From an optimization exercise on the open Yosys and OpenROAD flow, aimed at small area, a short achievable clock period and few clock cycles; shortcuts taken in it are not production practice.

==> job 5167: inputs <==
## fu_mul_pipe
module fu_mul_pipe #(
  parameter int XLEN  = 32,
  parameter int TAG_W = 4
) (
  input  logic             clk,
  input  logic             rst,
  input  logic             flush,
  input  logic             in_valid,
  output logic             in_ready,
  input  logic [1:0]       op,
  input  logic [XLEN-1:0]  a,
  input  logic [XLEN-1:0]  b,
  input  logic [TAG_W-1:0] tag,
  output logic             out_valid,
  input  logic             out_ready,
  output logic [XLEN-1:0]  res,
  output logic [TAG_W-1:0] out_tag,
  output logic             busy
);
clock: 9.0 ns
lec_check: 0
cap_margin: 20
core_margin: 2
core_utilization: 50
setup_slack_margin: 4.8
slew_margin: 20
synth_hierarchical: 1
synth_minimum_keep_size: 0
run.sh (not shown) runs the stock make flow with config.mk's settings and CLKGATE_MAP_FILE= SYNTH_SCRIPT=/design/flow/synth_recipe.tcl, a recipe that flattens the netlist after the stock synthesis.
==> job 4635 (differences from job 5167) <==
--- a/flow/design.v
+++ b/flow/design.v
@@ -9,12 +9,13 @@
   function automatic logic op_hi(logic [1:0] op);
     op_hi = op != 2'd0;
   endfunction
 endpackage
 module mul_core (
   input  logic        clk,
+  input  logic        en_i,
   input  logic [32:0] a_i,
   input  logic [32:0] b_i,
   output logic [63:0] p_o
 );
   logic [225:0] t3_q;
   logic one1;
@@ -2941,13 +2942,13 @@
   mul_fa u_s1717 (.a(t3_q[214]), .b(t3_q[213]), .c(t3_q[212]), .s(s1717), .co(c1718));
   mul_ha u_s1719 (.a(t3_q[216]), .b(t3_q[215]), .s(s1719), .co(c1720));
   mul_fa u_s1721 (.a(t3_q[219]), .b(t3_q[218]), .c(t3_q[217]), .s(s1721), .co(c1722));
   mul_ha u_s1723 (.a(t3_q[221]), .b(t3_q[220]), .s(s1723), .co(c1724));
   mul_ha u_s1725 (.a(t3_q[225]), .b(t3_q[224]), .s(s1725), .co(c1726));
   always_ff @(posedge clk)
-    begin
+    if (en_i) begin
       t3_q <= {c1424, c1014, s1015, s1423, c1258, s1259, c1422, c1256, s1257, c1420, s1421, c1418, s1253, s1419, c1416, s1417, c1414, s1415, c1412, s1413, c1410, s989, s1245, s1411, c1408, s1241, s1409, c1406, s1239, s1237, s1407, c1404, s1233, s1405, c1402, s1229, s1403, c1400, s1225, s1401, c1398, c1396, s1223, s1221, s1399, c1394, s1397, s1395, c1392, c1390, s1213, s1211, s1393, c1388, c1386, s1391, s1389, c1384, c1382, s1203, s1387, s1385, c1380, c1378, s1383, s1381, c1376, c1374, s1379, s1377, c1372, c1370, s1375, s1373, c1368, c1366, s1181, s1179, s1371, s1369, c1364, c1362, s1173, s1367, s1365, c1360, c1358, s1167, s1363, s1361, c1356, c1354, c1352, s1161, s1359, s1357, c1350, c1348, s1355, s1353, s1351, c1346, c1344, c1342, s1147, s1349, s1347, c1340, c1338, s1345, s1343, s1341, c1336, c1334, s1135, s1133, s1339, s1337, c1332, c1330, c1328, s1129, s1127, s1335, s1333, c1326, c1324, s1331, s1329, s1327, c1322, c1320, s1113, s1325, s1323, c1318, c1316, s1107, s1321, s1319, c1314, c1312, s1101, s1317, s1315, c1310, c1308, s1097, s1095, s1313, s1311, c1306, c1304, s1309, s1307, c1302, c1300, s1305, s1303, c1298, c1296, s1301, s1299, c1294, c1292, s1297, s1295, c1290, s1069, s1293, s1291, c1288, s1065, s1063, s1289, c1286, s1061, s1059, s1287, c1284, c1282, s1057, s1055, s1285, c1280, s1283, s1281, c1278, s1047, s1279, c1276, s1043, s1277, c1274, s1039, s1275, c1272, s1037, s1273, c1270, s671, s1035, s1271, c1268, s1269, c1266, s1267, c1264, s1265, s1025, s1263, c1022, s1023, c1020, s1021, s649, s1019, c1262, c646, s647, s1261, s1017, s643, pp53, neg3, pp52};
     end
   logic [63:0] r0, r1;
   assign r0 = {s1725, t3_q[222], s1723, s1721, s1719, s1717, s1715, s1713, s1711, s1709, s1707, s1705, s1703, s1701, s1699, s1697, s1695, s1693, s1691, s1689, s1687, s1685, s1683, s1681, s1679, s1677, s1675, s1673, s1671, s1669, s1667, s1665, s1663, s1661, s1659, s1657, s1655, s1653, s1651, s1649, s1647, s1645, s1643, s1641, s1639, s1637, s1635, s1633, s1631, s1629, s1627, s1625, s1623, s1621, s1619, s1617, s1615, s1613, s1611, t3_q[5], t3_q[4], t3_q[3], t3_q[2], t3_q[0]};
   assign r1 = {t3_q[223], c1724, c1722, c1720, c1718, c1716, c1714, c1712, c1710, c1708, c1706, c1704, c1702, c1700, c1698, c1696, c1694, c1692, c1690, c1688, c1686, c1684, c1682, c1680, c1678, c1676, c1674, c1672, c1670, c1668, c1666, c1664, c1662, c1660, c1658, c1656, c1654, c1652, c1650, c1648, c1646, c1644, c1642, c1640, c1638, c1636, c1634, c1632, c1630, c1628, c1626, c1624, c1622, c1620, c1618, c1616, c1614, c1612, t3_q[6], 1'b0, 1'b0, 1'b0, 1'b0, t3_q[1]};
   assign p_o = r0 + r1;
@@ -2976,56 +2977,52 @@
   output logic             out_valid,
   input  logic             out_ready,
   output logic [XLEN-1:0]  res,
   output logic [TAG_W-1:0] out_tag,
   output logic             busy
 );
-  logic               mv_q;               
-  logic               hi_q;               
-  logic [TAG_W-1:0]   tag_q;              
+  localparam int NS = 1;
+  logic               stall, en;
+  logic [NS-1:0]      v_q, hi_q;
+  logic [TAG_W-1:0]   tag_q [NS];
   logic [2*XLEN-1:0]  prod;
-  logic [XLEN-1:0]    res_d;
-  logic [1:0]         sv_q;               
-  logic               rd_q;               
-  logic               occ1, occ2, wr, deliver;
-  logic [XLEN-1:0]    sres_q [2];
-  logic [TAG_W-1:0]   stag_q [2];
-  assign occ1     = sv_q[0] ^ sv_q[1];
-  assign occ2     = sv_q[0] & sv_q[1];
-  assign deliver  = (sv_q[0] | sv_q[1]) & out_ready;
-  assign in_ready = ~flush & ~(occ2 & mv_q) & ~((occ2 | (occ1 & mv_q)) & ~out_ready);
-  assign wr       = occ1 ? ~rd_q : rd_q;
-  assign res_d    = hi_q ? prod[2*XLEN-1:XLEN] : prod[XLEN-1:0];
+  logic               out_valid_q;
+  logic [XLEN-1:0]    res_q;
+  logic [TAG_W-1:0]   out_tag_q;
+  assign stall    = out_valid_q & ~out_ready;
+  assign en       = ~stall;
+  assign in_ready = ~stall & ~flush;
   always_ff @(posedge clk or posedge rst)
     if (rst) begin
-      mv_q <= 1'b0;
-      sv_q <= '0;
-      rd_q <= 1'b0;
+      v_q         <= '0;
+      out_valid_q <= 1'b0;
     end else if (flush) begin
-      mv_q <= 1'b0;
-      sv_q <= '0;
-    end else begin
-      mv_q <= in_valid & in_ready;
-      for (int k = 0; k < 2; k++)
-        sv_q[k] <= (sv_q[k] & ~(deliver & rd_q == k)) | (mv_q & wr == k);
-      if (deliver) rd_q <= ~rd_q;
+      v_q         <= '0;
+      out_valid_q <= 1'b0;
+    end else if (en) begin
+      v_q[0]      <= in_valid;
+      for (int i = 1; i < NS; i++) v_q[i] <= v_q[i-1];
+      out_valid_q <= v_q[NS-1];
     end
-  always_ff @(posedge clk) begin
-    hi_q  <= fu_mul_pkg::op_hi(op);
-    tag_q <= tag;
-    for (int k = 0; k < 2; k++)
-      if (mv_q & wr == k) begin
-        sres_q[k] <= res_d;
-        stag_q[k] <= tag_q;
+  always_ff @(posedge clk)
+    if (en) begin
+      hi_q[0]  <= fu_mul_pkg::op_hi(op);
+      tag_q[0] <= tag;
+      for (int i = 1; i < NS; i++) begin
+        hi_q[i]  <= hi_q[i-1];
+        tag_q[i] <= tag_q[i-1];
       end
-  end
+      res_q     <= hi_q[NS-1] ? prod[2*XLEN-1:XLEN] : prod[XLEN-1:0];
+      out_tag_q <= tag_q[NS-1];
+    end
   mul_core u_core (
     .clk  (clk),
+    .en_i (en),
     .a_i  ({fu_mul_pkg::op_a_signed(op) & a[XLEN-1], a}),
     .b_i  ({fu_mul_pkg::op_b_signed(op) & b[XLEN-1], b}),
     .p_o  (prod)
   );
-  assign out_valid = sv_q[0] | sv_q[1];
-  assign res       = rd_q ? sres_q[1] : sres_q[0];
-  assign out_tag   = rd_q ? stag_q[1] : stag_q[0];
-  assign busy      = mv_q | sv_q[0] | sv_q[1];
+  assign out_valid = out_valid_q;
+  assign res       = res_q;
+  assign out_tag   = out_tag_q;
+  assign busy      = |v_q | out_valid_q;
 endmodule
==> comparison table <==
                                                                      job 5167    job 4635
Std cell rows                                                               94          95
Number of different library cells in the post-synthesis netlist             71          66
Number of register bits inferred by synthesis                              307         269
Max stage delay on crit path                                            610 ps      570 ps
Design Area, Final                                                  0.0431 mm2  0.0466 mm2
Number of enable flip-flop cells after synthesis                            72         267
Buffering overhead                                                       0.146       0.157
Max Freq                                                             0.222 GHz   0.222 GHz
Final worst slack                                                      4500 ps     4490 ps
Area overhead of the layout relative to synthesis                        30.0%       37.3%
Number of buffer and inverter stages on the critical path                    1           3
Cts bufs inserted                                                           37          36
Capturing instance or port of the critical path                  sres_q[0][28]   res_q[28]
Status                                        no timing/DRC/antenna violations  no timing/DRC/antenna violations
No functional check of the RTL was part of any run of this note.

==> static timing again, ports no longer ideal <==
In the flow no input, the clock included, has a driving cell. The finished layouts below were timed again as built, in two steps. Step 1 assumes that a clkbuf_16 drives the clock port and a buf_2 every other input. Step 2, shift: input delay + t, output delay - t, t = (earliest + latest rising clock arrival at the registers) / 2. This alone moves slack from input paths to output paths. a / b / c = no drivers / after step 1 / after step 2; a / b = the first two.
run | t, ns | slack for setup (ns) | hold slack, ns
job 5167 | 0.651 | 4.498 / 4.498 / 4.126 | 0.426 / 0.426 / 0.426
job 4635 | 0.633 | 4.494 / 4.494 / 4.072 | 0.427 / 0.427 / 0.427
After both steps every run listed still meets setup and hold. For job 4635, which loses most, drivers alone change the setup slack by 0.000 ns; drivers and shift together by -0.422 ns.
